This is an optimization exercise on Yosys and OpenROAD, whose aim is small area, a short achievable clock period and few clock cycles per item, not a production implementation. Function was checked by simulation only, so behaviour that the tests miss may differ from the original. Power and IR drop assume default switching activity.

nickel:
## ir_pulse_distance_transmitter
module ir_pulse_distance_transmitter (
   input  logic                  clock,
   input  logic                  reset,
   input  logic                  req_valid,
   output logic                  req_ready,
   input  logic                  req_kind,
   input  logic [63:0]           req_frame_low,
   input  logic [HIGH_BITS-1:0]  req_frame_high,
   output logic                  rsp_valid,
   input  logic                  rsp_ready,
   output logic                  rsp_ir_level,
   output logic                  rsp_busy_res,
   output logic                  rsp_frame_done,
   input  logic                  csr_we,
   input  logic [CSR_IDX_W-1:0]  csr_index,
   input  logic [CSR_DATA_W-1:0] csr_wdata
);
Size in the first run: roughly 1200 cells after synthesis, roughly 100 I/O pins, ~0.011 mm2 of cells after synthesis.
==> flow/config.mk <==
export PLATFORM = sky130hd
export DESIGN_NAME = ir_pulse_distance_transmitter
export DESIGN_NICKNAME = ir_pulse_distance_transmitter
export VERILOG_FILES = /design/flow/design.v
export SDC_FILE = /design/flow/constraint.sdc
export NUM_CORES = 4
export LEC_CHECK = 0
export ABC_AREA = 1
export CAP_MARGIN = 20
export CORE_MARGIN = 2
export CORE_UTILIZATION = 70
export SETUP_SLACK_MARGIN = 5
export SLEW_MARGIN = 20
==> flow/constraint.sdc <==
create_clock -name core_clock -period 8.0 [get_ports {clock}]
set_input_delay 1.6000 -clock core_clock [delete_from_list [all_inputs] [get_ports {clock}]]
set_output_delay 1.6000 -clock core_clock [all_outputs]
set_load 0.01 [all_outputs]
standard.sh (not shown) runs the stock make flow with config.mk's settings and CLKGATE_MAP_FILE= SYNTH_SCRIPT=/design/flow/synth_recipe.tcl, a recipe that flattens the netlist after the stock synthesis.
==> flow/flow/run.sh <==
#!/bin/bash
# Layout flow: the standard ORFS flow (standard synthesis unchanged), with
#  - the I/O port buffers made of plain buffers (sky130_fd_sc_hd__buf_2) instead of the
#    delay buffer buffer_ports picks by default; every port still gets its own buffer;
#  - timing repair aiming at 5.3 ns of setup slack.
set -euo pipefail
bash standard.sh "BUFFER_PORTS_ARGS=-buffer_cell sky130_fd_sc_hd__buf_2" SETUP_SLACK_MARGIN=5.3 finish > flow_orfs.log 2>&1
Testbench counts of nickel, summed over its fixed seeds: cycles 48,788, beats 48,704.
### nickel -> onyx
- CTS_BUF_LIST: unset -> sky130_fd_sc_hd__clkbuf_8
- ABC_AREA: 1 -> unset
==> flow/flow/run.sh <==
#!/bin/bash
# Layout flow: the standard ORFS flow (standard synthesis unchanged), with
#  - the I/O port buffers made of plain buffers (sky130_fd_sc_hd__buf_2) instead of the
#    delay buffer buffer_ports picks by default; every port still gets its own buffer;
#  - timing repair aiming at 5.25 ns of setup slack.
set -euo pipefail
bash standard.sh "BUFFER_PORTS_ARGS=-buffer_cell sky130_fd_sc_hd__buf_2" SETUP_SLACK_MARGIN=5.25 finish > flow_orfs.log 2>&1
[summary]
- As far as synthesized area is concerned, nickel and onyx perform about the same.
- [onyx vs nickel] internal power component: lower in onyx
- Diff nickel -> onyx: routed wire length dropped about 4%, leakage power of the design climbed about 1%, core utilization dropped 0.56 points.
- Non-clock inverter instance count of the final layout, nickel and onyx: lower on onyx
- On global-route wire length before repair, the lower figure sits with onyx, not nickel.
- Between nickel and onyx, the final period utilization is lower for nickel.
- Final area for onyx: 83 um2 down relative to nickel
The following lists how indigo was set up differently from onyx:
- CTS_BUF_LIST removed (was sky130_fd_sc_hd__clkbuf_8)
- CORE_UTILIZATION changed from 70 to 75
- ABC_AREA newly set to 1
==> flow/flow/run.sh <==
#!/bin/bash
# Layout flow: the standard ORFS flow (standard synthesis unchanged), with
#  - the I/O port buffers made of plain buffers (sky130_fd_sc_hd__buf_2) instead of the
#    delay buffer buffer_ports picks by default; every port still gets its own buffer;
#  - timing repair aiming at 5.3 ns of setup slack.
set -euo pipefail
bash standard.sh "BUFFER_PORTS_ARGS=-buffer_cell sky130_fd_sc_hd__buf_2" SETUP_SLACK_MARGIN=5.3 finish > flow_orfs.log 2>&1
Notes after the runs:
indigo finished every step from synthesis to the final layout, and the layout passed the timing, DRC and antenna checks.
Sort indigo and onyx by required time reported for the critical path endpoint, ascending, and indigo comes first.
indigo vs. onyx: setup fix buffers added after clock tree synthesis increased 6; routed wire length increased about 10%; number of unique standard cell types used by synthesis decreased 34%; slack of the critical path increased 0.058 ns.
Lower sum of buffers and inverters on the critical path among indigo and onyx: onyx
A path type of the worst setup path of reg2reg is what onyx shows, while in2reg belongs to indigo.
The area share of fa/ha/maj cells after synthesis of indigo and that of onyx are within noise of each other.
## Diff of input files: maple against indigo
- CORE_UTILIZATION now 70, was 75
- ABC_AREA no longer set, was 1
==> flow/flow/run.sh <==
#!/bin/bash
# Layout flow: the standard ORFS flow (standard synthesis unchanged), with
#  - the I/O port buffers made of plain buffers (sky130_fd_sc_hd__buf_2) instead of the
#    delay buffer buffer_ports picks by default; every port still gets its own buffer;
#  - timing repair aiming at 5.35 ns of setup slack.
set -euo pipefail
bash standard.sh "BUFFER_PORTS_ARGS=-buffer_cell sky130_fd_sc_hd__buf_2" SETUP_SLACK_MARGIN=5.35 finish > flow_orfs.log 2>&1
==> run summary <==
- maple finished end to end and its layout was clean on timing, DRC and antenna.
- indigo completed every stage of the flow, and the final layout passed the timing, DRC and antenna checks.
- Going from indigo to maple, combined global-route utilization of all metal layers down 3.2 points, final critical-path setup slack now sits higher, average vias per placed instance has increased.

[separate check: timing with driven ports]
The flow's constraints put no driver on any port. The routed layouts listed below were extracted and timed again, unchanged, in two steps.
Step 1 assumes that a clkbuf_16 drives the clock port and a buf_2 every other input.
Step 2 also shifts input and output timing later by t, the mid clock arrival at the registers, as if the neighbouring blocks saw the same clock.
Three values: no drivers, after step 1, after step 2; two values: the first two.
| run | t, ns | setup WS [ns] | hold slack, ns |
|---|---|---|---|
| nickel | 0.550 | 5.360 / 5.365 / 4.829 | 0.475 / 0.475 / 0.475 |
| onyx | 0.543 | 5.271 / 5.270 / 4.799 | 0.500 / 0.500 / 0.500 |
| indigo | 0.549 | 5.330 / 5.349 / 4.800 | 0.487 / 0.487 / 0.487 |
| maple | 0.568 | 5.360 / 5.315 / 4.871 | 0.473 / 0.473 / 0.473 |
After both steps every run listed still meets setup and hold. For nickel, which loses most, drivers alone change the setup slack by +0.005 ns; drivers and shift together by -0.531 ns.
